Background: an optimization exercise with open tools, aiming at small area and a short achievable clock period. Do not read the settings as production practice.
Only simulation tests tie the RTL to the original design; equivalence was not proved.
No run shown here takes its clock network from TritonCTS; it comes from the design's own scripts or RTL.
The clock port is modelled as an ideal driver, which makes a skipped or thinned clock tree look cheaper than it is; a real chip needs a root buffer or a tree.
Power is estimated from default activity; no workload was simulated.

### design.v
module wallace_mult_top (
    input  logic        clk,
    input  logic        arst_n,
    input  logic        in_valid,
    input  logic [15:0] a,
    input  logic [15:0] b,
    output logic        out_valid,
    output logic [31:0] product,
    output logic        busy
);
    logic [2:0] vld_q;
    logic       busy_q;
    always_ff @(posedge clk or negedge arst_n) begin
        if (!arst_n) begin
            vld_q  <= '0;
            busy_q <= 1'b0;
        end else begin
            vld_q  <= {vld_q[1:0], in_valid};
            busy_q <= in_valid | (|vld_q[1:0]);
        end
    end
    assign out_valid = vld_q[2];
    assign busy      = busy_q;
    logic [15:0] a_q;
    logic        b15_q;
    logic [7:0]  one_q, two_q, neg_q;
    logic [31:0] opa_n, opb_n, prod_d;
    logic pp1;
    logic pp2;
    logic pp3;
    logic pp4;
    logic pp5;
    logic pp6;
    logic pp7;
    logic pp8;
    logic pp9;
    logic pp10;
    logic pp11;
    logic pp12;
    logic pp13;
    logic pp14;
    logic pp15;
    logic pp16;
    logic pp17;
    logic ng18;
    logic sg19;
    logic pp20;
    logic pp21;
    logic pp22;
    logic pp23;
    logic pp24;
    logic pp25;
    logic pp26;
    logic pp27;
    logic pp28;
    logic pp29;
    logic pp30;
    logic pp31;
    logic pp32;
    logic pp33;
    logic pp34;
    logic pp35;
    logic pp36;
    logic ng37;
    logic sg38;
    logic pp39;
    logic pp40;
    logic pp41;
    logic pp42;
    logic pp43;
    logic pp44;
    logic pp45;
    logic pp46;
    logic pp47;
    logic pp48;
    logic pp49;
    logic pp50;
    logic pp51;
    logic pp52;
    logic pp53;
    logic pp54;
    logic pp55;
    logic ng56;
    logic sg57;
    logic pp58;
    logic pp59;
    logic pp60;
    logic pp61;
    logic pp62;
    logic pp63;
    logic pp64;
    logic pp65;
    logic pp66;
    logic pp67;
    logic pp68;
    logic pp69;
    logic pp70;
    logic pp71;
    logic pp72;
    logic pp73;
    logic pp74;
    logic ng75;
    logic sg76;
    logic pp77;
    logic pp78;
    logic pp79;
    logic pp80;
    logic pp81;
    logic pp82;
    logic pp83;
    logic pp84;
    logic pp85;
    logic pp86;
    logic pp87;
    logic pp88;
    logic pp89;
    logic pp90;
    logic pp91;
    logic pp92;
    logic pp93;
    logic ng94;
    logic sg95;
    logic pp96;
    logic pp97;
    logic pp98;
    logic pp99;
    logic pp100;
    logic pp101;
    logic pp102;
    logic pp103;
    logic pp104;
    logic pp105;
    logic pp106;
    logic pp107;
    logic pp108;
    logic pp109;
    logic pp110;
    logic pp111;
    logic pp112;
    logic ng113;
    logic sg114;
    logic pp115;
    logic pp116;
    logic pp117;
    logic pp118;
    logic pp119;
    logic pp120;
    logic pp121;
    logic pp122;
    logic pp123;
    logic pp124;
    logic pp125;
    logic pp126;
    logic pp127;
    logic pp128;
    logic pp129;
    logic pp130;
    logic pp131;
    logic ng132;
    logic sg133;
    logic pp134;
    logic pp135;
    logic pp136;
    logic pp137;
    logic pp138;
    logic pp139;
    logic pp140;
    logic pp141;
    logic pp142;
    logic pp143;
    logic pp144;
    logic pp145;
    logic pp146;
    logic pp147;
    logic pp148;
    logic pp149;
    logic pp150;
    logic ng151;
    logic sg152;
    logic pp153;
    logic pp154;
    logic pp155;
    logic pp156;
    logic pp157;
    logic pp158;
    logic pp159;
    logic pp160;
    logic pp161;
    logic pp162;
    logic pp163;
    logic pp164;
    logic pp165;
    logic pp166;
    logic pp167;
    logic pp168;
    logic s169;
    logic c170;
    logic s171;
    logic c172;
    logic s173;
    logic c174;
    logic s175;
    logic c176;
    logic s177;
    logic c178;
    logic s179;
    logic c180;
    logic s181;
    logic c182;
    logic s183;
    logic c184;
    logic s185;
    logic c186;
    logic s187;
    logic c188;
    logic s189;
    logic c190;
    logic s191;
    logic c192;
    logic s193;
    logic c194;
    logic s195;
    logic c196;
    logic s197;
    logic c198;
    logic s199;
    logic c200;
    logic s201;
    logic c202;
    logic s203;
    logic c204;
    logic s205;
    logic c206;
    logic s207;
    logic c208;
    logic s209;
    logic c210;
    logic s211;
    logic c212;
    logic s213;
    logic c214;
    logic s215;
    logic c216;
    logic s217;
    logic c218;
    logic s219;
    logic c220;
    logic s221;
    logic c222;
    logic s223;
    logic c224;
    logic s225;
    logic c226;
    logic s227;
    logic c228;
    logic s229;
    logic c230;
    logic s231;
    logic c232;
    logic s233;
    logic c234;
    logic s235;
    logic c236;
    logic s237;
    logic c238;
    logic s239;
    logic c240;
    logic s241;
    logic c242;
    logic s243;
    logic c244;
    logic s245;
    logic c246;
    logic s247;
    logic c248;
    logic s249;
    logic c250;
    logic s251;
    logic c252;
    logic s253;
    logic c254;
    logic s255;
    logic c256;
    logic s257;
    logic c258;
    logic s259;
    logic c260;
    logic s261;
    logic c262;
    logic s263;
    logic c264;
    logic s265;
    logic c266;
    logic s267;
    logic c268;
    logic s269;
    logic c270;
    logic s271;
    logic c272;
    logic s273;
    logic c274;
    logic s275;
    logic c276;
    logic s277;
    logic c278;
    logic s279;
    logic c280;
    logic s281;
    logic c282;
    logic s283;
    logic c284;
    logic s285;
    logic c286;
    logic s287;
    logic c288;
    logic s289;
    logic c290;
    logic s291;
    logic c292;
    logic s293;
    logic c294;
    logic s295;
    logic c296;
    logic s297;
    logic c298;
    logic s299;
    logic c300;
    logic s301;
    logic c302;
    logic s303;
    logic c304;
    logic s305;
    logic c306;
    logic s307;
    logic c308;
    logic s309;
    logic c310;
    logic s311;
    logic c312;
    logic s313;
    logic c314;
    logic s315;
    logic c316;
    logic s317;
    logic c318;
    logic s319;
    logic c320;
    logic s321;
    logic c322;
    logic s323;
    logic c324;
    logic s325;
    logic c326;
    logic s327;
    logic c328;
    logic s329;
    logic c330;
    logic s331;
    logic c332;
    logic s333;
    logic c334;
    logic s335;
    logic c336;
    logic s337;
    logic c338;
    logic s339;
    logic c340;
    logic s341;
    logic c342;
    logic s343;
    logic c344;
    logic s345;
    logic c346;
    logic s347;
    logic c348;
    logic s349;
    logic c350;
    logic s351;
    logic c352;
    logic s353;
    logic c354;
    logic s355;
    logic c356;
    logic s357;
    logic c358;
    logic s359;
    logic c360;
    logic s361;
    logic c362;
    logic s363;
    logic c364;
    logic s365;
    logic c366;
    logic s367;
    logic c368;
    logic s369;
    logic c370;
    logic s371;
    logic c372;
    logic s373;
    logic c374;
    logic s375;
    logic c376;
    logic s377;
    logic c378;
    logic s379;
    logic c380;
    logic s381;
    logic c382;
    logic s383;
    logic c384;
    logic s385;
    logic c386;
    logic s387;
    logic c388;
    logic s389;
    logic c390;
    logic s391;
    logic c392;
    logic s393;
    logic c394;
    logic s395;
    logic c396;
    logic s397;
    logic c398;
    logic s399;
    logic c400;
    logic s401;
    logic c402;
    logic s403;
    logic c404;
    logic s405;
    logic c406;
    logic s407;
    logic c408;
    logic s409;
    logic c410;
    logic s411;
    logic c412;
    logic s413;
    logic c414;
    logic s415;
    logic c416;
    logic s417;
    logic c418;
    logic s419;
    logic c420;
    logic s421;
    logic c422;
    logic s423;
    logic c424;
    logic s425;
    logic c426;
    logic s427;
    logic c428;
    logic s429;
    logic c430;
    logic s431;
    logic c432;
    logic s433;
    logic c434;
    logic s435;
    logic c436;
    logic s437;
    logic c438;
    logic s439;
    logic c440;
    logic s441;
    logic c442;
    logic s443;
    logic c444;
    logic r0_c0_0;
    logic r0_c1_0;
    logic r0_c2_0;
    logic r0_c3_0;
    logic r0_c4_0;
    logic r0_c4_1;
    logic r0_c5_0;
    logic r0_c6_0;
    logic r0_c6_1;
    logic r0_c6_2;
    logic r0_c7_0;
    logic r0_c7_1;
    logic r0_c8_0;
    logic r0_c8_1;
    logic r0_c9_0;
    logic r0_c9_1;
    logic r0_c10_0;
    logic r0_c10_1;
    logic r0_c11_0;
    logic r0_c11_1;
    logic r0_c12_0;
    logic r0_c12_1;
    logic r0_c13_0;
    logic r0_c13_1;
    logic r0_c14_0;
    logic r0_c14_1;
    logic r0_c15_0;
    logic r0_c15_1;
    logic r0_c16_0;
    logic r0_c16_1;
    logic r0_c16_2;
    logic r0_c17_0;
    logic r0_c17_1;
    logic r0_c18_0;
    logic r0_c18_1;
    logic r0_c19_0;
    logic r0_c19_1;
    logic r0_c19_2;
    logic r0_c20_0;
    logic r0_c20_1;
    logic r0_c21_0;
    logic r0_c21_1;
    logic r0_c21_2;
    logic r0_c22_0;
    logic r0_c22_1;
    logic r0_c23_0;
    logic r0_c23_1;
    logic r0_c23_2;
    logic r0_c24_0;
    logic r0_c24_1;
    logic r0_c25_0;
    logic r0_c26_0;
    logic r0_c26_1;
    logic r0_c26_2;
    logic r0_c27_0;
    logic r0_c28_0;
    logic r0_c28_1;
    logic r0_c28_2;
    logic r0_c29_0;
    logic r0_c30_0;
    logic r0_c31_0;
    logic r0_c31_1;
    assign pp1 = ~(((a_q[0] & one_q[0]) | (1'b0 & two_q[0])) ^ neg_q[0]);
    assign pp2 = ~(((a_q[1] & one_q[0]) | (a_q[0] & two_q[0])) ^ neg_q[0]);
    assign pp3 = ~(((a_q[2] & one_q[0]) | (a_q[1] & two_q[0])) ^ neg_q[0]);
    assign pp4 = ~(((a_q[3] & one_q[0]) | (a_q[2] & two_q[0])) ^ neg_q[0]);
    assign pp5 = ~(((a_q[4] & one_q[0]) | (a_q[3] & two_q[0])) ^ neg_q[0]);
    assign pp6 = ~(((a_q[5] & one_q[0]) | (a_q[4] & two_q[0])) ^ neg_q[0]);
    assign pp7 = ~(((a_q[6] & one_q[0]) | (a_q[5] & two_q[0])) ^ neg_q[0]);
    assign pp8 = ~(((a_q[7] & one_q[0]) | (a_q[6] & two_q[0])) ^ neg_q[0]);
    assign pp9 = ~(((a_q[8] & one_q[0]) | (a_q[7] & two_q[0])) ^ neg_q[0]);
    assign pp10 = ~(((a_q[9] & one_q[0]) | (a_q[8] & two_q[0])) ^ neg_q[0]);
    assign pp11 = ~(((a_q[10] & one_q[0]) | (a_q[9] & two_q[0])) ^ neg_q[0]);
    assign pp12 = ~(((a_q[11] & one_q[0]) | (a_q[10] & two_q[0])) ^ neg_q[0]);
    assign pp13 = ~(((a_q[12] & one_q[0]) | (a_q[11] & two_q[0])) ^ neg_q[0]);
    assign pp14 = ~(((a_q[13] & one_q[0]) | (a_q[12] & two_q[0])) ^ neg_q[0]);
    assign pp15 = ~(((a_q[14] & one_q[0]) | (a_q[13] & two_q[0])) ^ neg_q[0]);
    assign pp16 = ~(((a_q[15] & one_q[0]) | (a_q[14] & two_q[0])) ^ neg_q[0]);
    assign pp17 = ~(((1'b0 & one_q[0]) | (a_q[15] & two_q[0])) ^ neg_q[0]);
    assign ng18 = ~neg_q[0];
    assign sg19 = neg_q[0];
    assign pp20 = ~(((a_q[0] & one_q[1]) | (1'b0 & two_q[1])) ^ neg_q[1]);
    assign pp21 = ~(((a_q[1] & one_q[1]) | (a_q[0] & two_q[1])) ^ neg_q[1]);
    assign pp22 = ~(((a_q[2] & one_q[1]) | (a_q[1] & two_q[1])) ^ neg_q[1]);
    assign pp23 = ~(((a_q[3] & one_q[1]) | (a_q[2] & two_q[1])) ^ neg_q[1]);
    assign pp24 = ~(((a_q[4] & one_q[1]) | (a_q[3] & two_q[1])) ^ neg_q[1]);
    assign pp25 = ~(((a_q[5] & one_q[1]) | (a_q[4] & two_q[1])) ^ neg_q[1]);
    assign pp26 = ~(((a_q[6] & one_q[1]) | (a_q[5] & two_q[1])) ^ neg_q[1]);
    assign pp27 = ~(((a_q[7] & one_q[1]) | (a_q[6] & two_q[1])) ^ neg_q[1]);
    assign pp28 = ~(((a_q[8] & one_q[1]) | (a_q[7] & two_q[1])) ^ neg_q[1]);
    assign pp29 = ~(((a_q[9] & one_q[1]) | (a_q[8] & two_q[1])) ^ neg_q[1]);
    assign pp30 = ~(((a_q[10] & one_q[1]) | (a_q[9] & two_q[1])) ^ neg_q[1]);
    assign pp31 = ~(((a_q[11] & one_q[1]) | (a_q[10] & two_q[1])) ^ neg_q[1]);
    assign pp32 = ~(((a_q[12] & one_q[1]) | (a_q[11] & two_q[1])) ^ neg_q[1]);
    assign pp33 = ~(((a_q[13] & one_q[1]) | (a_q[12] & two_q[1])) ^ neg_q[1]);
    assign pp34 = ~(((a_q[14] & one_q[1]) | (a_q[13] & two_q[1])) ^ neg_q[1]);
    assign pp35 = ~(((a_q[15] & one_q[1]) | (a_q[14] & two_q[1])) ^ neg_q[1]);
    assign pp36 = ~(((1'b0 & one_q[1]) | (a_q[15] & two_q[1])) ^ neg_q[1]);
    assign ng37 = ~neg_q[1];
    assign sg38 = neg_q[1];
    assign pp39 = ~(((a_q[0] & one_q[2]) | (1'b0 & two_q[2])) ^ neg_q[2]);
    assign pp40 = ~(((a_q[1] & one_q[2]) | (a_q[0] & two_q[2])) ^ neg_q[2]);
    assign pp41 = ~(((a_q[2] & one_q[2]) | (a_q[1] & two_q[2])) ^ neg_q[2]);
    assign pp42 = ~(((a_q[3] & one_q[2]) | (a_q[2] & two_q[2])) ^ neg_q[2]);
    assign pp43 = ~(((a_q[4] & one_q[2]) | (a_q[3] & two_q[2])) ^ neg_q[2]);
    assign pp44 = ~(((a_q[5] & one_q[2]) | (a_q[4] & two_q[2])) ^ neg_q[2]);
    assign pp45 = ~(((a_q[6] & one_q[2]) | (a_q[5] & two_q[2])) ^ neg_q[2]);
    assign pp46 = ~(((a_q[7] & one_q[2]) | (a_q[6] & two_q[2])) ^ neg_q[2]);
    assign pp47 = ~(((a_q[8] & one_q[2]) | (a_q[7] & two_q[2])) ^ neg_q[2]);
    assign pp48 = ~(((a_q[9] & one_q[2]) | (a_q[8] & two_q[2])) ^ neg_q[2]);
    assign pp49 = ~(((a_q[10] & one_q[2]) | (a_q[9] & two_q[2])) ^ neg_q[2]);
    assign pp50 = ~(((a_q[11] & one_q[2]) | (a_q[10] & two_q[2])) ^ neg_q[2]);
    assign pp51 = ~(((a_q[12] & one_q[2]) | (a_q[11] & two_q[2])) ^ neg_q[2]);
    assign pp52 = ~(((a_q[13] & one_q[2]) | (a_q[12] & two_q[2])) ^ neg_q[2]);
    assign pp53 = ~(((a_q[14] & one_q[2]) | (a_q[13] & two_q[2])) ^ neg_q[2]);
    assign pp54 = ~(((a_q[15] & one_q[2]) | (a_q[14] & two_q[2])) ^ neg_q[2]);
    assign pp55 = ~(((1'b0 & one_q[2]) | (a_q[15] & two_q[2])) ^ neg_q[2]);
    assign ng56 = ~neg_q[2];
    assign sg57 = neg_q[2];
    assign pp58 = ~(((a_q[0] & one_q[3]) | (1'b0 & two_q[3])) ^ neg_q[3]);
    assign pp59 = ~(((a_q[1] & one_q[3]) | (a_q[0] & two_q[3])) ^ neg_q[3]);
    assign pp60 = ~(((a_q[2] & one_q[3]) | (a_q[1] & two_q[3])) ^ neg_q[3]);
    assign pp61 = ~(((a_q[3] & one_q[3]) | (a_q[2] & two_q[3])) ^ neg_q[3]);
    assign pp62 = ~(((a_q[4] & one_q[3]) | (a_q[3] & two_q[3])) ^ neg_q[3]);
    assign pp63 = ~(((a_q[5] & one_q[3]) | (a_q[4] & two_q[3])) ^ neg_q[3]);
    assign pp64 = ~(((a_q[6] & one_q[3]) | (a_q[5] & two_q[3])) ^ neg_q[3]);
    assign pp65 = ~(((a_q[7] & one_q[3]) | (a_q[6] & two_q[3])) ^ neg_q[3]);
    assign pp66 = ~(((a_q[8] & one_q[3]) | (a_q[7] & two_q[3])) ^ neg_q[3]);
    assign pp67 = ~(((a_q[9] & one_q[3]) | (a_q[8] & two_q[3])) ^ neg_q[3]);
    assign pp68 = ~(((a_q[10] & one_q[3]) | (a_q[9] & two_q[3])) ^ neg_q[3]);
    assign pp69 = ~(((a_q[11] & one_q[3]) | (a_q[10] & two_q[3])) ^ neg_q[3]);
    assign pp70 = ~(((a_q[12] & one_q[3]) | (a_q[11] & two_q[3])) ^ neg_q[3]);
    assign pp71 = ~(((a_q[13] & one_q[3]) | (a_q[12] & two_q[3])) ^ neg_q[3]);
    assign pp72 = ~(((a_q[14] & one_q[3]) | (a_q[13] & two_q[3])) ^ neg_q[3]);
    assign pp73 = ~(((a_q[15] & one_q[3]) | (a_q[14] & two_q[3])) ^ neg_q[3]);
    assign pp74 = ~(((1'b0 & one_q[3]) | (a_q[15] & two_q[3])) ^ neg_q[3]);
    assign ng75 = ~neg_q[3];
    assign sg76 = neg_q[3];
    assign pp77 = ~(((a_q[0] & one_q[4]) | (1'b0 & two_q[4])) ^ neg_q[4]);
    assign pp78 = ~(((a_q[1] & one_q[4]) | (a_q[0] & two_q[4])) ^ neg_q[4]);
    assign pp79 = ~(((a_q[2] & one_q[4]) | (a_q[1] & two_q[4])) ^ neg_q[4]);
    assign pp80 = ~(((a_q[3] & one_q[4]) | (a_q[2] & two_q[4])) ^ neg_q[4]);
    assign pp81 = ~(((a_q[4] & one_q[4]) | (a_q[3] & two_q[4])) ^ neg_q[4]);
    assign pp82 = ~(((a_q[5] & one_q[4]) | (a_q[4] & two_q[4])) ^ neg_q[4]);
    assign pp83 = ~(((a_q[6] & one_q[4]) | (a_q[5] & two_q[4])) ^ neg_q[4]);
    assign pp84 = ~(((a_q[7] & one_q[4]) | (a_q[6] & two_q[4])) ^ neg_q[4]);
    assign pp85 = ~(((a_q[8] & one_q[4]) | (a_q[7] & two_q[4])) ^ neg_q[4]);
    assign pp86 = ~(((a_q[9] & one_q[4]) | (a_q[8] & two_q[4])) ^ neg_q[4]);
    assign pp87 = ~(((a_q[10] & one_q[4]) | (a_q[9] & two_q[4])) ^ neg_q[4]);
    assign pp88 = ~(((a_q[11] & one_q[4]) | (a_q[10] & two_q[4])) ^ neg_q[4]);
    assign pp89 = ~(((a_q[12] & one_q[4]) | (a_q[11] & two_q[4])) ^ neg_q[4]);
    assign pp90 = ~(((a_q[13] & one_q[4]) | (a_q[12] & two_q[4])) ^ neg_q[4]);
    assign pp91 = ~(((a_q[14] & one_q[4]) | (a_q[13] & two_q[4])) ^ neg_q[4]);
    assign pp92 = ~(((a_q[15] & one_q[4]) | (a_q[14] & two_q[4])) ^ neg_q[4]);
    assign pp93 = ~(((1'b0 & one_q[4]) | (a_q[15] & two_q[4])) ^ neg_q[4]);
    assign ng94 = ~neg_q[4];
    assign sg95 = neg_q[4];
    assign pp96 = ~(((a_q[0] & one_q[5]) | (1'b0 & two_q[5])) ^ neg_q[5]);
    assign pp97 = ~(((a_q[1] & one_q[5]) | (a_q[0] & two_q[5])) ^ neg_q[5]);
    assign pp98 = ~(((a_q[2] & one_q[5]) | (a_q[1] & two_q[5])) ^ neg_q[5]);
    assign pp99 = ~(((a_q[3] & one_q[5]) | (a_q[2] & two_q[5])) ^ neg_q[5]);
    assign pp100 = ~(((a_q[4] & one_q[5]) | (a_q[3] & two_q[5])) ^ neg_q[5]);
    assign pp101 = ~(((a_q[5] & one_q[5]) | (a_q[4] & two_q[5])) ^ neg_q[5]);
    assign pp102 = ~(((a_q[6] & one_q[5]) | (a_q[5] & two_q[5])) ^ neg_q[5]);
    assign pp103 = ~(((a_q[7] & one_q[5]) | (a_q[6] & two_q[5])) ^ neg_q[5]);
    assign pp104 = ~(((a_q[8] & one_q[5]) | (a_q[7] & two_q[5])) ^ neg_q[5]);
    assign pp105 = ~(((a_q[9] & one_q[5]) | (a_q[8] & two_q[5])) ^ neg_q[5]);
    assign pp106 = ~(((a_q[10] & one_q[5]) | (a_q[9] & two_q[5])) ^ neg_q[5]);
    assign pp107 = ~(((a_q[11] & one_q[5]) | (a_q[10] & two_q[5])) ^ neg_q[5]);
    assign pp108 = ~(((a_q[12] & one_q[5]) | (a_q[11] & two_q[5])) ^ neg_q[5]);
    assign pp109 = ~(((a_q[13] & one_q[5]) | (a_q[12] & two_q[5])) ^ neg_q[5]);
    assign pp110 = ~(((a_q[14] & one_q[5]) | (a_q[13] & two_q[5])) ^ neg_q[5]);
    assign pp111 = ~(((a_q[15] & one_q[5]) | (a_q[14] & two_q[5])) ^ neg_q[5]);
    assign pp112 = ~(((1'b0 & one_q[5]) | (a_q[15] & two_q[5])) ^ neg_q[5]);
    assign ng113 = ~neg_q[5];
    assign sg114 = neg_q[5];
    assign pp115 = ~(((a_q[0] & one_q[6]) | (1'b0 & two_q[6])) ^ neg_q[6]);
    assign pp116 = ~(((a_q[1] & one_q[6]) | (a_q[0] & two_q[6])) ^ neg_q[6]);
    assign pp117 = ~(((a_q[2] & one_q[6]) | (a_q[1] & two_q[6])) ^ neg_q[6]);
    assign pp118 = ~(((a_q[3] & one_q[6]) | (a_q[2] & two_q[6])) ^ neg_q[6]);
    assign pp119 = ~(((a_q[4] & one_q[6]) | (a_q[3] & two_q[6])) ^ neg_q[6]);
    assign pp120 = ~(((a_q[5] & one_q[6]) | (a_q[4] & two_q[6])) ^ neg_q[6]);
    assign pp121 = ~(((a_q[6] & one_q[6]) | (a_q[5] & two_q[6])) ^ neg_q[6]);
    assign pp122 = ~(((a_q[7] & one_q[6]) | (a_q[6] & two_q[6])) ^ neg_q[6]);
    assign pp123 = ~(((a_q[8] & one_q[6]) | (a_q[7] & two_q[6])) ^ neg_q[6]);
    assign pp124 = ~(((a_q[9] & one_q[6]) | (a_q[8] & two_q[6])) ^ neg_q[6]);
    assign pp125 = ~(((a_q[10] & one_q[6]) | (a_q[9] & two_q[6])) ^ neg_q[6]);
    assign pp126 = ~(((a_q[11] & one_q[6]) | (a_q[10] & two_q[6])) ^ neg_q[6]);
    assign pp127 = ~(((a_q[12] & one_q[6]) | (a_q[11] & two_q[6])) ^ neg_q[6]);
    assign pp128 = ~(((a_q[13] & one_q[6]) | (a_q[12] & two_q[6])) ^ neg_q[6]);
    assign pp129 = ~(((a_q[14] & one_q[6]) | (a_q[13] & two_q[6])) ^ neg_q[6]);
    assign pp130 = ~(((a_q[15] & one_q[6]) | (a_q[14] & two_q[6])) ^ neg_q[6]);
    assign pp131 = ~(((1'b0 & one_q[6]) | (a_q[15] & two_q[6])) ^ neg_q[6]);
    assign ng132 = ~neg_q[6];
    assign sg133 = neg_q[6];
    assign pp134 = ~(((a_q[0] & one_q[7]) | (1'b0 & two_q[7])) ^ neg_q[7]);
    assign pp135 = ~(((a_q[1] & one_q[7]) | (a_q[0] & two_q[7])) ^ neg_q[7]);
    assign pp136 = ~(((a_q[2] & one_q[7]) | (a_q[1] & two_q[7])) ^ neg_q[7]);
    assign pp137 = ~(((a_q[3] & one_q[7]) | (a_q[2] & two_q[7])) ^ neg_q[7]);
    assign pp138 = ~(((a_q[4] & one_q[7]) | (a_q[3] & two_q[7])) ^ neg_q[7]);
    assign pp139 = ~(((a_q[5] & one_q[7]) | (a_q[4] & two_q[7])) ^ neg_q[7]);
    assign pp140 = ~(((a_q[6] & one_q[7]) | (a_q[5] & two_q[7])) ^ neg_q[7]);
    assign pp141 = ~(((a_q[7] & one_q[7]) | (a_q[6] & two_q[7])) ^ neg_q[7]);
    assign pp142 = ~(((a_q[8] & one_q[7]) | (a_q[7] & two_q[7])) ^ neg_q[7]);
    assign pp143 = ~(((a_q[9] & one_q[7]) | (a_q[8] & two_q[7])) ^ neg_q[7]);
    assign pp144 = ~(((a_q[10] & one_q[7]) | (a_q[9] & two_q[7])) ^ neg_q[7]);
    assign pp145 = ~(((a_q[11] & one_q[7]) | (a_q[10] & two_q[7])) ^ neg_q[7]);
    assign pp146 = ~(((a_q[12] & one_q[7]) | (a_q[11] & two_q[7])) ^ neg_q[7]);
    assign pp147 = ~(((a_q[13] & one_q[7]) | (a_q[12] & two_q[7])) ^ neg_q[7]);
    assign pp148 = ~(((a_q[14] & one_q[7]) | (a_q[13] & two_q[7])) ^ neg_q[7]);
    assign pp149 = ~(((a_q[15] & one_q[7]) | (a_q[14] & two_q[7])) ^ neg_q[7]);
    assign pp150 = ~(((1'b0 & one_q[7]) | (a_q[15] & two_q[7])) ^ neg_q[7]);
    assign ng151 = ~neg_q[7];
    assign sg152 = neg_q[7];
    assign pp153 = ~(a_q[0] & b15_q);
    assign pp154 = ~(a_q[1] & b15_q);
    assign pp155 = ~(a_q[2] & b15_q);
    assign pp156 = ~(a_q[3] & b15_q);
    assign pp157 = ~(a_q[4] & b15_q);
    assign pp158 = ~(a_q[5] & b15_q);
    assign pp159 = ~(a_q[6] & b15_q);
    assign pp160 = ~(a_q[7] & b15_q);
    assign pp161 = ~(a_q[8] & b15_q);
    assign pp162 = ~(a_q[9] & b15_q);
    assign pp163 = ~(a_q[10] & b15_q);
    assign pp164 = ~(a_q[11] & b15_q);
    assign pp165 = ~(a_q[12] & b15_q);
    assign pp166 = ~(a_q[13] & b15_q);
    assign pp167 = ~(a_q[14] & b15_q);
    assign pp168 = ~(a_q[15] & b15_q);
    mfa u_ha0 (.x(ng18), .y(pp1), .z(1'b1), .s(s169), .c(c170));
    mfa u_ha1 (.x(pp2), .y(c170), .z(1'b1), .s(s171), .c(c172));
    mfa u_fa0 (.x(ng37), .y(pp20), .z(pp3), .s(s173), .c(c174));
    mfa u_ha2 (.x(s173), .y(c172), .z(1'b1), .s(s175), .c(c176));
    mfa u_fa1 (.x(pp21), .y(pp4), .z(c174), .s(s177), .c(c178));
    mfa u_ha3 (.x(s177), .y(c176), .z(1'b1), .s(s179), .c(c180));
    mfa u_fa2 (.x(ng56), .y(pp22), .z(pp39), .s(s181), .c(c182));
    mfa u_fa3 (.x(pp5), .y(s181), .z(c178), .s(s183), .c(c184));
    mfa u_fa4 (.x(pp23), .y(pp40), .z(pp6), .s(s185), .c(c186));
    mfa u_fa5 (.x(c182), .y(s185), .z(c184), .s(s187), .c(c188));
    mfa u_fa6 (.x(ng75), .y(pp24), .z(pp41), .s(s189), .c(c190));
    mfa u_fa7 (.x(pp58), .y(pp7), .z(c186), .s(s191), .c(c192));
    mfa u_fa8 (.x(pp25), .y(pp42), .z(pp59), .s(s193), .c(c194));
    mfa u_fa9 (.x(pp8), .y(c190), .z(s193), .s(s195), .c(c196));
    mfa u_fa10 (.x(ng94), .y(pp26), .z(pp43), .s(s197), .c(c198));
    mfa u_fa11 (.x(pp60), .y(pp77), .z(pp9), .s(s199), .c(c200));
    mfa u_fa12 (.x(c194), .y(s197), .z(s199), .s(s201), .c(c202));
    mfa u_fa13 (.x(pp10), .y(pp27), .z(pp44), .s(s203), .c(c204));
    mfa u_fa14 (.x(pp61), .y(pp78), .z(c198), .s(s205), .c(c206));
    mfa u_fa15 (.x(c200), .y(s203), .z(c202), .s(s207), .c(c208));
    mfa u_fa16 (.x(ng113), .y(pp11), .z(pp28), .s(s209), .c(c210));
    mfa u_fa17 (.x(pp45), .y(pp62), .z(pp79), .s(s211), .c(c212));
    mfa u_fa18 (.x(pp96), .y(c204), .z(s209), .s(s213), .c(c214));
    mfa u_fa19 (.x(s211), .y(c206), .z(s213), .s(s215), .c(c216));
    mfa u_fa20 (.x(pp12), .y(pp29), .z(pp46), .s(s217), .c(c218));
    mfa u_fa21 (.x(pp63), .y(pp80), .z(pp97), .s(s219), .c(c220));
    mfa u_fa22 (.x(c210), .y(c212), .z(s217), .s(s221), .c(c222));
    mfa u_fa23 (.x(s219), .y(c214), .z(s221), .s(s223), .c(c224));
    mfa u_fa24 (.x(ng132), .y(pp115), .z(pp13), .s(s225), .c(c226));
    mfa u_fa25 (.x(pp30), .y(pp47), .z(pp64), .s(s227), .c(c228));
    mfa u_fa26 (.x(pp81), .y(pp98), .z(c218), .s(s229), .c(c230));
    mfa u_fa27 (.x(c220), .y(s225), .z(s227), .s(s231), .c(c232));
    mfa u_fa28 (.x(c222), .y(s229), .z(s231), .s(s233), .c(c234));
    mfa u_fa29 (.x(pp116), .y(pp14), .z(pp31), .s(s235), .c(c236));
    mfa u_fa30 (.x(pp48), .y(pp65), .z(pp82), .s(s237), .c(c238));
    mfa u_fa31 (.x(pp99), .y(c226), .z(c228), .s(s239), .c(c240));
    mfa u_fa32 (.x(s235), .y(s237), .z(c230), .s(s241), .c(c242));
    mfa u_fa33 (.x(c232), .y(s239), .z(s241), .s(s243), .c(c244));
    mfa u_fa34 (.x(ng151), .y(pp100), .z(pp117), .s(s245), .c(c246));
    mfa u_fa35 (.x(pp134), .y(pp15), .z(pp32), .s(s247), .c(c248));
    mfa u_fa36 (.x(pp49), .y(pp66), .z(pp83), .s(s249), .c(c250));
    mfa u_fa37 (.x(c236), .y(c238), .z(s245), .s(s251), .c(c252));
    mfa u_fa38 (.x(s247), .y(s249), .z(c240), .s(s253), .c(c254));
    mfa u_fa39 (.x(s251), .y(c242), .z(s253), .s(s255), .c(c256));
    mfa u_fa40 (.x(pp101), .y(pp118), .z(pp135), .s(s257), .c(c258));
    mfa u_fa41 (.x(pp16), .y(pp33), .z(pp50), .s(s259), .c(c260));
    mfa u_fa42 (.x(pp67), .y(pp84), .z(c246), .s(s261), .c(c262));
    mfa u_fa43 (.x(c248), .y(c250), .z(s257), .s(s263), .c(c264));
    mfa u_fa44 (.x(s259), .y(c252), .z(s261), .s(s265), .c(c266));
    mfa u_fa45 (.x(s263), .y(c254), .z(s265), .s(s267), .c(c268));
    mfa u_fa46 (.x(pp153), .y(pp102), .z(pp119), .s(s269), .c(c270));
    mfa u_fa47 (.x(pp136), .y(pp17), .z(pp34), .s(s271), .c(c272));
    mfa u_fa48 (.x(pp51), .y(pp68), .z(pp85), .s(s273), .c(c274));
    mfa u_fa49 (.x(c258), .y(c260), .z(s269), .s(s275), .c(c276));
    mfa u_fa50 (.x(s271), .y(s273), .z(c262), .s(s277), .c(c278));
    mfa u_fa51 (.x(c264), .y(s275), .z(c266), .s(s279), .c(c280));
    mha u_hc0 (.x(sg19), .y(pp154), .s(s281), .c(c282));
    mfa u_fa52 (.x(pp103), .y(pp120), .z(pp137), .s(s283), .c(c284));
    mfa u_fa53 (.x(pp35), .y(pp52), .z(pp69), .s(s285), .c(c286));
    mfa u_fa54 (.x(pp86), .y(s281), .z(c270), .s(s287), .c(c288));
    mfa u_fa55 (.x(c272), .y(c274), .z(s283), .s(s289), .c(c290));
    mfa u_fa56 (.x(s285), .y(c276), .z(s287), .s(s291), .c(c292));
    mfa u_fa57 (.x(s289), .y(c278), .z(s291), .s(s293), .c(c294));
    mha u_hc1 (.x(pp155), .y(pp104), .s(s295), .c(c296));
    mfa u_fa58 (.x(pp121), .y(pp138), .z(pp36), .s(s297), .c(c298));
    mfa u_fa59 (.x(pp53), .y(pp70), .z(pp87), .s(s299), .c(c300));
    mfa u_fa60 (.x(c282), .y(s295), .z(c284), .s(s301), .c(c302));
    mfa u_fa61 (.x(c286), .y(s297), .z(s299), .s(s303), .c(c304));
    mfa u_fa62 (.x(c288), .y(c290), .z(s301), .s(s305), .c(c306));
    mfa u_fa63 (.x(s303), .y(c292), .z(s305), .s(s307), .c(c308));
    mfa u_fa64 (.x(sg38), .y(pp156), .z(pp105), .s(s309), .c(c310));
    mfa u_fa65 (.x(pp122), .y(pp139), .z(pp54), .s(s311), .c(c312));
    mfa u_fa66 (.x(pp71), .y(pp88), .z(c296), .s(s313), .c(c314));
    mfa u_fa67 (.x(c298), .y(c300), .z(s309), .s(s315), .c(c316));
    mfa u_fa68 (.x(s311), .y(s313), .z(c302), .s(s317), .c(c318));
    mfa u_fa69 (.x(c304), .y(s315), .z(c306), .s(s319), .c(c320));
    mha u_hc2 (.x(pp157), .y(pp106), .s(s321), .c(c322));
    mfa u_fa70 (.x(pp123), .y(pp140), .z(pp55), .s(s323), .c(c324));
    mfa u_fa71 (.x(pp72), .y(pp89), .z(s321), .s(s325), .c(c326));
    mfa u_fa72 (.x(c310), .y(c312), .z(s323), .s(s327), .c(c328));
    mfa u_fa73 (.x(c314), .y(s325), .z(c316), .s(s329), .c(c330));
    mfa u_fa74 (.x(s327), .y(c318), .z(s329), .s(s331), .c(c332));
    mfa u_fa75 (.x(sg57), .y(pp158), .z(pp107), .s(s333), .c(c334));
    mfa u_fa76 (.x(pp124), .y(pp141), .z(pp73), .s(s335), .c(c336));
    mfa u_fa77 (.x(pp90), .y(c322), .z(c324), .s(s337), .c(c338));
    mfa u_fa78 (.x(s333), .y(s335), .z(c326), .s(s339), .c(c340));
    mfa u_fa79 (.x(c328), .y(s337), .z(s339), .s(s341), .c(c342));
    mha u_hc3 (.x(pp159), .y(pp108), .s(s343), .c(c344));
    mfa u_fa80 (.x(pp125), .y(pp142), .z(pp74), .s(s345), .c(c346));
    mfa u_fa81 (.x(pp91), .y(s343), .z(c334), .s(s347), .c(c348));
    mfa u_fa82 (.x(c336), .y(s345), .z(c338), .s(s349), .c(c350));
    mfa u_fa83 (.x(s347), .y(c340), .z(s349), .s(s351), .c(c352));
    mfa u_fa84 (.x(sg76), .y(pp160), .z(pp109), .s(s353), .c(c354));
    mfa u_fa85 (.x(pp126), .y(pp143), .z(pp92), .s(s355), .c(c356));
    mfa u_fa86 (.x(c344), .y(c346), .z(s353), .s(s357), .c(c358));
    mfa u_fa87 (.x(s355), .y(c348), .z(s357), .s(s359), .c(c360));
    mha u_hc4 (.x(pp161), .y(pp110), .s(s361), .c(c362));
    mfa u_fa88 (.x(pp127), .y(pp144), .z(pp93), .s(s363), .c(c364));
    mfa u_fa89 (.x(s361), .y(c354), .z(c356), .s(s365), .c(c366));
    mfa u_fa90 (.x(s363), .y(c358), .z(s365), .s(s367), .c(c368));
    mfa u_fa91 (.x(sg95), .y(pp162), .z(pp111), .s(s369), .c(c370));
    mfa u_fa92 (.x(pp128), .y(pp145), .z(c362), .s(s371), .c(c372));
    mfa u_fa93 (.x(c364), .y(s369), .z(s371), .s(s373), .c(c374));
    mfa u_fa94 (.x(c366), .y(s373), .z(c368), .s(s375), .c(c376));
    mha u_hc5 (.x(pp163), .y(pp112), .s(s377), .c(c378));
    mfa u_fa95 (.x(pp129), .y(pp146), .z(s377), .s(s379), .c(c380));
    mfa u_fa96 (.x(c370), .y(c372), .z(s379), .s(s381), .c(c382));
    mfa u_fa97 (.x(sg114), .y(pp164), .z(pp130), .s(s383), .c(c384));
    mfa u_fa98 (.x(pp147), .y(c378), .z(s383), .s(s385), .c(c386));
    mfa u_fa99 (.x(c380), .y(s385), .z(c382), .s(s387), .c(c388));
    mha u_hc6 (.x(pp165), .y(pp131), .s(s389), .c(c390));
    mfa u_fa100 (.x(pp148), .y(s389), .z(c384), .s(s391), .c(c392));
    mfa u_fa101 (.x(sg133), .y(pp166), .z(pp149), .s(s393), .c(c394));
    mfa u_fa102 (.x(c390), .y(s393), .z(c392), .s(s395), .c(c396));
    mha u_hc7 (.x(pp167), .y(pp150), .s(s397), .c(c398));
    mfa u_fa103 (.x(s397), .y(c394), .z(c396), .s(s399), .c(c400));
    mfa u_fa104 (.x(sg152), .y(pp168), .z(c398), .s(s401), .c(c402));
    mfa u_fa105 (.x(r0_c6_0), .y(r0_c6_1), .z(r0_c6_2), .s(s403), .c(c404));
    mfa u_ha4 (.x(r0_c7_0), .y(r0_c7_1), .z(1'b1), .s(s405), .c(c406));
    mfa u_ha5 (.x(r0_c8_0), .y(r0_c8_1), .z(1'b1), .s(s407), .c(c408));
    mfa u_ha6 (.x(r0_c9_0), .y(r0_c9_1), .z(1'b1), .s(s409), .c(c410));
    mfa u_ha7 (.x(r0_c10_0), .y(r0_c10_1), .z(1'b1), .s(s411), .c(c412));
    mfa u_ha8 (.x(r0_c11_0), .y(r0_c11_1), .z(1'b1), .s(s413), .c(c414));
    mfa u_ha9 (.x(r0_c12_0), .y(r0_c12_1), .z(1'b1), .s(s415), .c(c416));
    mfa u_ha10 (.x(r0_c13_0), .y(r0_c13_1), .z(1'b1), .s(s417), .c(c418));
    mfa u_ha11 (.x(r0_c14_0), .y(r0_c14_1), .z(1'b1), .s(s419), .c(c420));
    mfa u_ha12 (.x(r0_c15_0), .y(r0_c15_1), .z(1'b1), .s(s421), .c(c422));
    mfa u_fa106 (.x(r0_c16_0), .y(r0_c16_1), .z(r0_c16_2), .s(s423), .c(c424));
    mfa u_ha13 (.x(r0_c17_0), .y(r0_c17_1), .z(1'b1), .s(s425), .c(c426));
    mfa u_ha14 (.x(r0_c18_0), .y(r0_c18_1), .z(1'b1), .s(s427), .c(c428));
    mfa u_fa107 (.x(r0_c19_0), .y(r0_c19_1), .z(r0_c19_2), .s(s429), .c(c430));
    mfa u_ha15 (.x(r0_c20_0), .y(r0_c20_1), .z(1'b1), .s(s431), .c(c432));
    mfa u_fa108 (.x(r0_c21_0), .y(r0_c21_1), .z(r0_c21_2), .s(s433), .c(c434));
    mfa u_ha16 (.x(r0_c22_0), .y(r0_c22_1), .z(1'b1), .s(s435), .c(c436));
    mfa u_fa109 (.x(r0_c23_0), .y(r0_c23_1), .z(r0_c23_2), .s(s437), .c(c438));
    mfa u_ha17 (.x(r0_c24_0), .y(r0_c24_1), .z(1'b1), .s(s439), .c(c440));
    mfa u_fa110 (.x(r0_c26_0), .y(r0_c26_1), .z(r0_c26_2), .s(s441), .c(c442));
    mfa u_fa111 (.x(r0_c28_0), .y(r0_c28_1), .z(r0_c28_2), .s(s443), .c(c444));
    assign opa_n = {r0_c31_0, r0_c30_0, r0_c29_0, s443, r0_c27_0, s441, r0_c25_0, c438, c436, c434, c432, c430, c428, c426, c424, c422, c420, c418, c416, c414, c412, c410, c408, c406, c404, s403, r0_c5_0, r0_c4_0, r0_c3_0, r0_c2_0, r0_c1_0, r0_c0_0};
    assign opb_n = {r0_c31_1, 1'b1, c444, 1'b1, c442, 1'b1, c440, s439, s437, s435, s433, s431, s429, s427, s425, s423, s421, s419, s417, s415, s413, s411, s409, s407, s405, 1'b1, 1'b1, r0_c4_1, 1'b1, 1'b1, 1'b1, 1'b1};
    assign prod_d = ~(opa_n + opb_n + 32'd1);
    always_ff @(posedge clk) begin
        a_q <= a;
        one_q[0] <= b[0] ^ 1'b0;
        two_q[0] <= (b[1] & ~b[0] & ~1'b0) | (~b[1] & b[0] & 1'b0);
        neg_q[0] <= b[1] & ~(b[0] & 1'b0);
        one_q[1] <= b[2] ^ b[1];
        two_q[1] <= (b[3] & ~b[2] & ~b[1]) | (~b[3] & b[2] & b[1]);
        neg_q[1] <= b[3] & ~(b[2] & b[1]);
        one_q[2] <= b[4] ^ b[3];
        two_q[2] <= (b[5] & ~b[4] & ~b[3]) | (~b[5] & b[4] & b[3]);
        neg_q[2] <= b[5] & ~(b[4] & b[3]);
        one_q[3] <= b[6] ^ b[5];
        two_q[3] <= (b[7] & ~b[6] & ~b[5]) | (~b[7] & b[6] & b[5]);
        neg_q[3] <= b[7] & ~(b[6] & b[5]);
        one_q[4] <= b[8] ^ b[7];
        two_q[4] <= (b[9] & ~b[8] & ~b[7]) | (~b[9] & b[8] & b[7]);
        neg_q[4] <= b[9] & ~(b[8] & b[7]);
        one_q[5] <= b[10] ^ b[9];
        two_q[5] <= (b[11] & ~b[10] & ~b[9]) | (~b[11] & b[10] & b[9]);
        neg_q[5] <= b[11] & ~(b[10] & b[9]);
        one_q[6] <= b[12] ^ b[11];
        two_q[6] <= (b[13] & ~b[12] & ~b[11]) | (~b[13] & b[12] & b[11]);
        neg_q[6] <= b[13] & ~(b[12] & b[11]);
        one_q[7] <= b[14] ^ b[13];
        two_q[7] <= (b[15] & ~b[14] & ~b[13]) | (~b[15] & b[14] & b[13]);
        neg_q[7] <= b[15] & ~(b[14] & b[13]);
        b15_q <= b[15];
        r0_c0_0 <= s169;
        r0_c1_0 <= s171;
        r0_c2_0 <= s175;
        r0_c3_0 <= s179;
        r0_c4_0 <= s183;
        r0_c4_1 <= c180;
        r0_c5_0 <= s187;
        r0_c6_0 <= s189;
        r0_c6_1 <= s191;
        r0_c6_2 <= c188;
        r0_c7_0 <= c192;
        r0_c7_1 <= s195;
        r0_c8_0 <= c196;
        r0_c8_1 <= s201;
        r0_c9_0 <= s205;
        r0_c9_1 <= s207;
        r0_c10_0 <= c208;
        r0_c10_1 <= s215;
        r0_c11_0 <= c216;
        r0_c11_1 <= s223;
        r0_c12_0 <= c224;
        r0_c12_1 <= s233;
        r0_c13_0 <= c234;
        r0_c13_1 <= s243;
        r0_c14_0 <= c244;
        r0_c14_1 <= s255;
        r0_c15_0 <= c256;
        r0_c15_1 <= s267;
        r0_c16_0 <= s277;
        r0_c16_1 <= c268;
        r0_c16_2 <= s279;
        r0_c17_0 <= c280;
        r0_c17_1 <= s293;
        r0_c18_0 <= c294;
        r0_c18_1 <= s307;
        r0_c19_0 <= s317;
        r0_c19_1 <= c308;
        r0_c19_2 <= s319;
        r0_c20_0 <= c320;
        r0_c20_1 <= s331;
        r0_c21_0 <= c330;
        r0_c21_1 <= s341;
        r0_c21_2 <= c332;
        r0_c22_0 <= c342;
        r0_c22_1 <= s351;
        r0_c23_0 <= c350;
        r0_c23_1 <= s359;
        r0_c23_2 <= c352;
        r0_c24_0 <= s367;
        r0_c24_1 <= c360;
        r0_c25_0 <= s375;
        r0_c26_0 <= c374;
        r0_c26_1 <= s381;
        r0_c26_2 <= c376;
        r0_c27_0 <= s387;
        r0_c28_0 <= c386;
        r0_c28_1 <= s391;
        r0_c28_2 <= c388;
        r0_c29_0 <= s395;
        r0_c30_0 <= s399;
        r0_c31_0 <= s401;
        r0_c31_1 <= c400;
        product <= prod_d;
    end
endmodule
module mfa (input logic x, input logic y, input logic z, output logic s, output logic c);
    assign s = x ^ y ^ z;
    assign c = (x & y) | (x & z) | (y & z);
endmodule
module mha (input logic x, input logic y, output logic s, output logic c);
    assign s = x ^ y;
    assign c = x & y;
endmodule
### flow/run.sh
#!/bin/bash
# The standard ORFS layout (standard.sh, with its synthesis unchanged) with three changes:
#  - every port is buffered with sky130_fd_sc_hd__buf_2 instead of the default delay buffer
#    (flow/place_pre.tcl, when present, picks buf_1 for inputs and buf_2 for outputs);
#  - the clock tree is built by flow/cts_pre.tcl instead of TritonCTS: the clock port drives
#    $CLK_NL1 first-level cells, each driving leaf cells placed at the centres of k-means
#    clusters of the flip-flops, so every flip-flop sees the same two cells;
#  - repair_timing aims for $SETUP_SLACK_MARGIN ns of extra setup slack.
# make's output goes to standard_flow.log; each ORFS step keeps its own log in orfs/logs.
set -euo pipefail
export BUFFER_PORTS_ARGS="-buffer_cell sky130_fd_sc_hd__buf_2"
export SETUP_SLACK_MARGIN=8.17
export PRE_CTS_TCL="$(pwd)/flow/cts_pre.tcl"
export CLK_NLEAF=8
export CLK_NL1=4
export CLK_LEAF_CELL=sky130_fd_sc_hd__clkinv_8
export CLK_L1_CELL=sky130_fd_sc_hd__clkinv_8
bash standard.sh > standard_flow.log 2>&1
### flow/cts_pre.tcl
proc env_or { name dflt } {
  if { [info exists ::env($name)] && $::env($name) ne "" } { return $::env($name) }
  return $dflt
}
set nleaf [env_or CLK_NLEAF 8]
set nl1 [env_or CLK_NL1 2]
set leafcell [env_or CLK_LEAF_CELL sky130_fd_sc_hd__clkbuf_16]
set l1cell [env_or CLK_L1_CELL sky130_fd_sc_hd__clkbuf_16]

# Balanced k-means: pts is a list of {x y}; returns {assignment centres}
proc kmeans { pts k {slack 1} } {
  set n [llength $pts]
  set cx 0; set cy 0
  foreach p $pts { set cx [expr {$cx + [lindex $p 0]}]; set cy [expr {$cy + [lindex $p 1]}] }
  set cx [expr {$cx / $n}]; set cy [expr {$cy / $n}]
  set order {}
  for {set i 0} {$i < $n} {incr i} {
    set p [lindex $pts $i]
    lappend order [list $i [expr {atan2([lindex $p 1]-$cy, [lindex $p 0]-$cx)}]]
  }
  set order [lsort -real -index 1 $order]
  set cent {}
  for {set c 0} {$c < $k} {incr c} {
    set sx 0; set sy 0; set m 0
    for {set j [expr {$c * $n / $k}]} {$j < ($c + 1) * $n / $k} {incr j} {
      set p [lindex $pts [lindex [lindex $order $j] 0]]
      set sx [expr {$sx + [lindex $p 0]}]; set sy [expr {$sy + [lindex $p 1]}]; incr m
    }
    if {$m == 0} { lappend cent [list $cx $cy] } else { lappend cent [list [expr {$sx / $m}] [expr {$sy / $m}]] }
  }
  set cap [expr {int(ceil(double($n) / $k)) + $slack}]
  for {set iter 0} {$iter < 40} {incr iter} {
    set cnt [lrepeat $k 0]
    set assign [lrepeat $n -1]
    set cand {}
    for {set i 0} {$i < $n} {incr i} {
      set p [lindex $pts $i]
      set best 1e18
      for {set c 0} {$c < $k} {incr c} {
        set d [expr {abs([lindex $p 0]-[lindex $cent $c 0]) + abs([lindex $p 1]-[lindex $cent $c 1])}]
        if {$d < $best} { set best $d }
      }
      lappend cand [list $i $best]
    }
    foreach ib [lsort -real -decreasing -index 1 $cand] {
      set i [lindex $ib 0]; set p [lindex $pts $i]
      set bk -1; set best 1e18
      for {set c 0} {$c < $k} {incr c} {
        if {[lindex $cnt $c] >= $cap} continue
        set d [expr {abs([lindex $p 0]-[lindex $cent $c 0]) + abs([lindex $p 1]-[lindex $cent $c 1])}]
        if {$d < $best} { set best $d; set bk $c }
      }
      lset assign $i $bk
      lset cnt $bk [expr {[lindex $cnt $bk] + 1}]
    }
    set newc {}
    for {set c 0} {$c < $k} {incr c} {
      set sx 0; set sy 0; set m 0
      for {set i 0} {$i < $n} {incr i} {
        if {[lindex $assign $i] == $c} {
          set sx [expr {$sx + [lindex $pts $i 0]}]; set sy [expr {$sy + [lindex $pts $i 1]}]; incr m
        }
      }
      if {$m > 0} { lappend newc [list [expr {$sx / $m}] [expr {$sy / $m}]] } else { lappend newc [lindex $cent $c] }
    }
    set cent $newc
  }
  return [list $assign $cent]
}

proc add_buffer { block master name in_net x y } {
  set inst [odb::dbInst_create $block $master $name]
  set net [odb::dbNet_create $block "${name}_net"]
  $net setSigType CLOCK
  [$inst findITerm A] connect $in_net
  set out [$inst findITerm X]
  if { $out eq "NULL" } { set out [$inst findITerm Y] }
  $out connect $net
  $inst setLocation [expr {int($x)}] [expr {int($y)}]
  $inst setPlacementStatus PLACED
  return $net
}

set block [ord::get_db_block]
set db [ord::get_db]
set clk_net [$block findNet clk]
set sinks {}
foreach it [$clk_net getITerms] {
  if { [$it isInputSignal] } { lappend sinks $it }
}
set pts {}
foreach it $sinks {
  set bb [[$it getInst] getBBox]
  lappend pts [list [expr {([$bb xMin] + [$bb xMax]) / 2.0}] [expr {([$bb yMin] + [$bb yMax]) / 2.0}]]
}
puts "manual clock tree: [llength $sinks] sinks, $nleaf leaf buffers, $nl1 first-level buffers"
lassign [kmeans $pts $nleaf] leaf_of leaf_cent
if { $nl1 > 0 } {
  lassign [kmeans $leaf_cent $nl1 0] l1_of l1_cent
  for {set g 0} {$g < $nl1} {incr g} {
    set l1net($g) [add_buffer $block [$db findMaster $l1cell] "clkbuf_l1_$g" $clk_net {*}[lindex $l1_cent $g]]
  }
}
for {set c 0} {$c < $nleaf} {incr c} {
  set src $clk_net
  if { $nl1 > 0 } { set src $l1net([lindex $l1_of $c]) }
  set leafnet($c) [add_buffer $block [$db findMaster $leafcell] "clkbuf_leaf_$c" $src {*}[lindex $leaf_cent $c]]
}
for {set i 0} {$i < [llength $sinks]} {incr i} {
  set it [lindex $sinks $i]
  $it disconnect
  $it connect $leafnet([lindex $leaf_of $i])
}
# TritonCTS is not run: the buffers above are the whole tree.
proc clock_tree_synthesis { args } {
  puts "clock_tree_synthesis skipped: clock buffers were placed by cts_pre.tcl"
  set_propagated_clock [all_clocks]
}
# cts.tcl clones clock inverters next to their loads after this hook; the inverter pairs
# above are already placed by their loads, so that step is skipped as well.
proc repair_clock_inverters { args } {
  puts "repair_clock_inverters skipped: clock tree built by cts_pre.tcl"
}
### standard.sh
#!/bin/bash
# synth_recipe.tcl (not shown) runs the flow's synth.tcl, then flattens the netlist and writes it again
# the make line also repeats each setting of config.mk as NAME=value (left out here)
make -C /OpenROAD-flow-scripts/flow DESIGN_CONFIG=/design/flow/config.mk WORK_HOME=/design/flow/orfs CLKGATE_MAP_FILE= SYNTH_SCRIPT=/design/flow/synth_recipe.tcl "${@:-finish}"
### config.mk
export PLATFORM = sky130hd
export DESIGN_NAME = wallace_mult_top
export DESIGN_NICKNAME = wallace_mult_top
export VERILOG_FILES = /design/flow/design.v
export SDC_FILE = /design/flow/constraint.sdc
export NUM_CORES = 4
export LEC_CHECK = 0
export CAP_MARGIN = 20
export CORE_MARGIN = 2
export CORE_UTILIZATION = 40
export SLEW_MARGIN = 20
export SYNTH_HIERARCHICAL = 1
export SYNTH_MINIMUM_KEEP_SIZE = 0
### constraint.sdc
create_clock -name core_clock -period 11.0 [get_ports {clk}]
set_input_delay 2.2000 -clock core_clock [delete_from_list [all_inputs] [get_ports {clk}]]
set_output_delay 2.2000 -clock core_clock [all_outputs]
set_load 0.01 [all_outputs]
==> results of run 1 <==
## logic make-up after synthesis
kind of cell               Yosys count  synth area share
AOI/OAI and AO/OA                  194             0.141
adders and majority gates          168             0.320
xor gates and xnor gates           162             0.148
DFF                                139             0.292
and+or+nand+nor                    118            0.0608
buffers and inverters               96            0.0375
other                                1          0.000390
## state kept, by name, summed over array words and instances (netlist names), 3 cells and up
register and count:
a_q 16, neg_q 8, one_q 8, product 32
two_q 8, vld_q 3
## repair_timing
item,in CTS,in global routing
endpoints found under the setup margin,39,27
pin swaps,3,21
gates resized for setup,77,41
gates cloned,0,0
buffers inserted,20,44
## cells in the final DEF, fill, tap and decap left out, drive strengths merged, types with 3 or more instances in the layout
| master | instances |
|---|---|
| fa | 130 |
| a21oi | 24 |
| nand2 | 56 |
| nand4 | 3 |
| conb | 18 |
| dfrtp | 4 |
| buf | 132 |
| a21o | 4 |
| xnor2 | 150 |
| ha | 38 |
| nor2 | 15 |
| xor2 | 12 |
| o21ai | 27 |
| clkinv | 12 |
| o21bai | 4 |
| nand2b | 13 |
| inv | 18 |
| nor2b | 10 |
| a22oi | 120 |
| nand3b | 7 |
| dfxtp | 135 |
| o211ai | 3 |
| nor3b | 3 |
## per-module statistics from Yosys (local to each module, per instance)
| module | cells | flops+latches |
|---|---|---|
| mfa | 1 | 0 |
| mha | 1 | 0 |
| wallace_mult_top | 740 | 139 |
## metrics by stage
step / cell area [µm²] / power, mW / hold slack (ns) / worst slack, ns / utilization
floorplan: 9880 / 2.47 / 0.338 / 8.09 / -
global placement: 10100 / 2.96 / 0.341 / 7.67 / 0.431
detailed placement: 10100 / 3.00 / 0.349 / 7.63 / 0.431
CTS: 10700 / 3.26 / 0.364 / 8.13 / 0.455
global route: 11200 / 3.64 / 0.380 / 8.12 / 0.477
finish: 11200 / 3.29 / 0.360 / 8.19 / 0.477
## path summary, 6_finish.rpt
path                                     from  cells after the start  slack (ns)                  to
max                        vld_q[2]$_DFF_PN0_                      1        8.19           out_valid
min                           r0_c1_0$_DFF_P_                      1        0.36  product[1]$_DFF_P_
max reg2reg                  one_q[5]$_DFF_P_                      7        8.19    r0_c18_1$_DFF_P_
min reg2reg                   r0_c1_0$_DFF_P_                      1        0.36  product[1]$_DFF_P_
max in group asynchronous              arst_n                      1        9.03  vld_q[1]$_DFF_PN0_
min in group asynchronous              arst_n                      1        1.86    busy_q$_DFF_PN0_
## where the power goes
group	leakage [nW]	switching [mW]	internal (mW)	total, mW
registers	1.20	0.114	0.737	0.851
logic	3.01	1.22	0.980	2.20
clock network	0.0827	0.186	0.0487	0.235
total	4.29	1.52	1.77	3.29
## metal layers
| metal | routed length (µm) | track usage | up-vias |
|---|---|---|---|
| li1 | - | - | 3106 |
| met1 | 10900 | 0.262 | 3318 |
| met2 | 10600 | 0.288 | 287 |
| met3 | 1660 | 0.0245 | 46 |
| met4 | 617 | 0.0517 | 0 |
| met5 | 0 | 0 | - |
## final cells by class
type | count | area (µm²) | area share
inverters | 30 | 305 | 0.0272
well taps | 319 | 399 | 0.0356
flip-flops and latches | 139 | 2930 | 0.261
repair buffers | 132 | 921 | 0.0820
multi-input cells | 660 | 6670 | 0.594
==> results.py, run 1 <==
metrics = {
    "clock_tree": {
        "clk_latency_ns": 0.15,
        "path_clk_slew_ns": 0.06,
        "ctsHoldBuffers": 0,
    },
    "synth": {
        "synth_ff_type": "dfxtp_1",
        "synthTopCellsByArea": "dfxtp_1 (28%), fa_1 (27%), xnor2_1 (14%), a22oi_1 (9.4%), ha_1 (5.0%)",
        "synth_cell_types": 46,
        "synth-seq-cells": 139,
        "yosysWarnings": 7,
        "synth_area_um2": 9600,
        "synth_top_area_share": 0.281,
        "syn_avg_cell_area_um2": 10.9,
        "synth.most_common_cell": "xnor2_1",
        "async_reset_ff_frac": 0.0288,
        "synth.yosys.seq_area_share": 0.292,
        "yosysTopAreaCell": "dfxtp_1",
        "synth-edff-count": 0,
        "netlist_top_cells_count": "xnor2_1 (150), dfxtp_1 (135), fa_1 (130), a22oi_1 (120), clkbuf_1 (67)",
        "netlist_instances": 878,
    },
    "die": {
        "pin_count": 69,
        "die_y_um": 159,
        "core_um2": 23500,
        "start_util": 0.408,
        "rows": 56,
        "dieArea_um2": 25300,
        "die_w_um": 159,
    },
    "status": {
        "status": "timing/DRC/antenna clean",
    },
    "global_route": {
        "grt_pass1_vias": 6798,
        "grt_max_degree": 20,
        "grt.total_usage": 0.182,
        "antenna_found_initial": 0,
        "overflow": 0,
        "grt_pass1_wl_mm": 37.4,
    },
    "routing": {
        "first_iter_violations": 441,
        "wirelength_mm": 23.8,
        "wl_per_cell_um": 18.6,
        "routed-via-count": 6757,
        "dr.pass1.iters": 5,
        "vias_per_cell": 5.28,
        "ant_nets": 0,
        "drc": 0,
    },
    "run": {
        "drv_cap": 0,
    },
    "place": {
        "dp.cells": 1204,
        "dpl.hpwl_mm": 16.3,
        "gp_congestion": 0.874,
        "portBuffers": 68,
    },
    "worst_hold_path": {
        "hold_path.class": "flop to flop",
    },
    "timing": {
        "max_freq_mhz": 355,
        "rsz0062_at_grt": "true",
        "hold_violations": 0,
        "setup_tns_ns": 0,
        "timing.final.crit_share": 0.256,
        "fin_crit_ns": 2.81,
        "fin_skew_ns": 0.0183,
        "setup_viol": 0,
        "slew_viol_final": 0,
    },
    "power": {
        "power.density_nw_per_um2": 293,
        "leakage_nw": 4.29,
        "vdd_drop_max_mv": 0.0922,
    },
    "layout": {
        "syn2layout_area_growth_pct": 16.9,
        "drive_above_1_share": 0.246,
        "diodes": 0,
        "layout.cells.non_filler": 1280,
        "fill_cells": 2207,
        "finalNetCount": 1166,
    },
    "setup_path": {
        "crit_type": "flop to primary output",
        "crit_fanout": 1,
        "end_kind": "primary output",
        "cpMaxStageDelayCell": "dfrtp_1",
        "slowest_delay_ns": 0.35,
        "crit_arrival_ns": 0.61,
        "startpoint_type": "flop",
        "path_cells": "buf_2",
        "path_delay_family": "flip-flops",
        "cp.required_ns": 8.80,
        "cp_num_buf_inv": 1,
    },
}
==> run 2: changes to the inputs <==
--- a/flow/run.sh
+++ b/flow/run.sh
@@ -9,7 +9,7 @@
 # make's output goes to standard_flow.log; each ORFS step keeps its own log in orfs/logs.
 set -euo pipefail
 export BUFFER_PORTS_ARGS="-buffer_cell sky130_fd_sc_hd__buf_2"
-export SETUP_SLACK_MARGIN=8.17
+export SETUP_SLACK_MARGIN=7.8
 export PRE_CTS_TCL="$(pwd)/flow/cts_pre.tcl"
 export CLK_NLEAF=8
 export CLK_NL1=4
==> results.py, run 2 <==
metrics = {
    "status": {
        "status": "timing/DRC/antenna clean",
    },
    "synth": {
        "synth_area_um2": 9600,
        "netlist_top_cells_count": "xnor2_1 (150), dfxtp_1 (135), fa_1 (130), a22oi_1 (120), clkbuf_1 (67)",
        "synth.yosys.seq_area_share": 0.292,
        "async_reset_ff_frac": 0.0288,
        "synth_cell_types": 46,
        "syn_avg_cell_area_um2": 10.9,
        "synth-seq-cells": 139,
        "synth_top_area_share": 0.281,
        "synthTopCellsByArea": "dfxtp_1 (28%), fa_1 (27%), xnor2_1 (14%), a22oi_1 (9.4%), ha_1 (5.0%)",
        "synth.most_common_cell": "xnor2_1",
        "synth_ff_type": "dfxtp_1",
        "synth-edff-count": 0,
        "yosysTopAreaCell": "dfxtp_1",
        "netlist_instances": 878,
        "yosysWarnings": 7,
    },
    "routing": {
        "drc": 0,
        "first_iter_violations": 492,
        "ant_nets": 0,
        "vias_per_cell": 5.24,
        "routed-via-count": 6369,
        "dr.pass1.iters": 5,
        "wirelength_mm": 22.3,
        "wl_per_cell_um": 18.3,
    },
    "timing": {
        "setup_tns_ns": 0,
        "hold_violations": 0,
        "fin_skew_ns": 0.0116,
        "max-slew-margin-rel": 0.563,
        "max_freq_mhz": 323,
        "rsz0062_at_grt": "false",
        "slew_viol_final": 0,
        "fin_crit_ns": 3.10,
        "setup_viol": 0,
        "timing.final.crit_share": 0.281,
        "worstMarginPinSlew_ns": 0.655,
    },
    "place": {
        "dpl.hpwl_mm": 16.6,
        "gp_congestion": 0.890,
        "dp.cells": 1204,
        "portBuffers": 68,
    },
    "power": {
        "netSwitchingFraction": 0.463,
        "intPower_mw": 1.72,
        "seq_power_share": 0.267,
        "power.switching_mw": 1.49,
        "clkPwrFrac": 0.072,
        "combPwrFrac": 0.660,
        "power.density_nw_per_um2": 310,
        "leakage_nw": 3.90,
        "vdd_drop_max_mv": 0.117,
        "power_mw": 3.21,
    },
    "setup_path": {
        "rrSetupSlack_ns": 7.90,
        "cpMaxStageDelayCell": "dfxtp_2",
        "crit_fanout": 17,
        "ff2ff_path_depth": 6,
        "slowest_delay_ns": 0.63,
        "end_kind": "flop",
        "critPathCapture": "r0_c17_1$_DFF_P_",
        "path_cells": "a22oi_1 > xnor2_1 > fa_1 > fa_1 > fa_1 > fa_1",
        "cp.required_ns": 11.02,
        "startpoint_type": "flop",
        "crit_arrival_ns": 3.12,
        "r2r_end": "r0_c17_1$_DFF_P_",
        "crit_type": "flop to flop",
        "cpMostUsedCell": "fa_1",
        "r2r-start": "a_q[6]$_DFF_P_",
        "cp-startpoint": "a_q[6]$_DFF_P_",
    },
    "global_route": {
        "grt_pass1_wl_mm": 36.4,
        "grt.total_usage": 0.176,
        "overflow": 0,
        "grt_pass1_vias": 6640,
        "antenna_found_initial": 0,
        "grt_max_degree": 20,
    },
    "clock_tree": {
        "path_clk_slew_ns": 0.07,
        "clk_latency_ns": 0.14,
    },
    "layout": {
        "finalNetCount": 1102,
        "layout.cells.non_filler": 1216,
        "largest_reg_flops": 32,
        "drive_above_1_share": 0.144,
        "top_register": "product",
        "syn2layout_area_growth_pct": 7.76,
        "utilization": 0.440,
        "largestRegisters": "product: 32 flops, a_q: 16 flops",
        "diodes": 0,
        "final_common_cell": "xnor2_1",
        "final_cell_mix": "xnor2_1 (150), fa_1 (130), a22oi_1 (120), dfxtp_1 (103), buf_2 (68)",
    },
    "worst_hold_path": {
        "hold_path.class": "flop to flop",
    },
    "run": {
        "drv_cap": 0,
    },
    "die": {
        "rows": 56,
        "dieArea_um2": 25300,
        "die_y_um": 159,
        "core_um2": 23500,
        "pin_count": 69,
        "start_util": 0.408,
        "die_w_um": 159,
    },
}
## run 2: stage by stage
step	area [µm²]	hold WS (ns)	setup slack, ns
after detailed placement	10100	0.345	7.55
after floorplan	9670	0.338	7.86
after global routing	10300	0.359	7.81
after CTS	10300	0.364	7.80
final	10300	0.356	7.90
after global placement	10100	0.343	7.62
## run 2: area by class of cell
type | instances | area (µm²)
well taps | 319 | 399
flip-flops and latches | 139 | 2840
repair buffers | 68 | 340
inverters | 30 | 263
fillers | 2308 | 13200
multi-input cells | 660 | 6500
## run 2: cells by family after synthesis
logic type	share of synthesized area
buffers and inverters	0.0375
AOI/OAI and AO/OA	0.141
other	0.000390
xor gates and xnor gates	0.148
DFF	0.292
and+or+nand+nor	0.0608
adders and majority gates	0.320
## run 2: per-module statistics from Yosys, one instance, submodules excluded
module            flops+latches  area, µm²  times used  cells inside
wallace_mult_top            139       6900           1           740
mha                           0       12.5           8             1
mfa                           0       20.0         130             1
## run 2: worst min-delay path by stage
stage | startpoint | end | slack [ns] | cells past startpoint
after floorplan | r0_c0_0$_DFF_P_ | product[0]$_DFF_P_ | 0.34 | 1
after global placement | r0_c0_0$_DFF_P_ | product[0]$_DFF_P_ | 0.34 | 1
after detailed placement | r0_c0_0$_DFF_P_ | product[0]$_DFF_P_ | 0.35 | 1
after CTS | r0_c1_0$_DFF_P_ | product[1]$_DFF_P_ | 0.36 | 1
after global routing | r0_c3_0$_DFF_P_ | product[3]$_DFF_P_ | 0.36 | 1
final | r0_c3_0$_DFF_P_ | product[3]$_DFF_P_ | 0.36 | 1
## run 2: worst max-delay path: cells and delay by family (launching register included)
| family | cells | cell delay, ns |
|---|---|---|
| AOI/OAI and AO/OA | 1 | 0.19 |
| xor gates and xnor gates | 1 | 0.18 |
| adders and majority gates | 4 | 1.96 |
| DFF | 1 | 0.63 |
## run 2: timing repair
| action | CTS | global route |
|---|---|---|
| endpoints found under the hold margin | 0 | 0 |
| endpoints found under the setup margin | 19 | 17 |
| hold buffers | 0 | 0 |
| resized for setup | 24 | 8 |
| setup buffers | 0 | 0 |
## run 2: power by group through the flow
stage               sequential (mW)  clock, mW  combinational (mW)
CTS                           0.861      0.249                2.13
global placement              0.869          0                2.09
global route                  0.883      0.266                2.43
floorplan                     0.847          0                1.61
finish                        0.859      0.232                2.12
detailed placement            0.872          0                2.13
## run 2: metal layers
metal / wire length (µm) / up-vias / part of all wire / track usage
li1: - / 2967 / - / -
met1: 10300 / 3105 / 0.46 / 0.257
met2: 9700 / 257 / 0.44 / 0.277
met3: 1690 / 40 / 0.076 / 0.0294
met4: 553 / 0 / 0.025 / 0.0401
met5: 0 / - / 0 / 0

## port drivers added, routing unchanged
No port has a modelled driver above. Below, the same layouts with a new extraction and two added sets of constraints.
Step 1 (the two cells are an assumption about what drives the block):
set clk [get_ports {clk}]
set_driving_cell -lib_cell sky130_fd_sc_hd__clkbuf_16 $clk
set_driving_cell -lib_cell sky130_fd_sc_hd__buf_2 [delete_from_list [all_inputs] $clk]
Step 2 also shifts input and output timing later by t, the mid clock arrival at the registers, as if the neighbouring blocks saw the same clock.
Slacks: no drivers / after step 1 / after step 2; pairs: no drivers / after step 1.
| run | t, ns | slack for setup (ns) | latest minus earliest clock arrival (ns) | worst register clock-pin slew, ns | worst slew at a driven data input, ns |
|---|---|---|---|---|---|
| run 1 | 0.298 | 8.185 / 8.025 / 8.185 | 0.019 / 0.019 | 0.08 / 0.08 | 0.03 |
| run 2 | 0.288 | 7.904 / 7.903 / 7.903 | 0.012 / 0.012 | 0.07 / 0.07 | 0.03 |
After both steps every run listed still meets setup and hold. The setup slack of run 2, which loses most, moves by -0.001 ns with the drivers and by -0.001 ns with both steps.
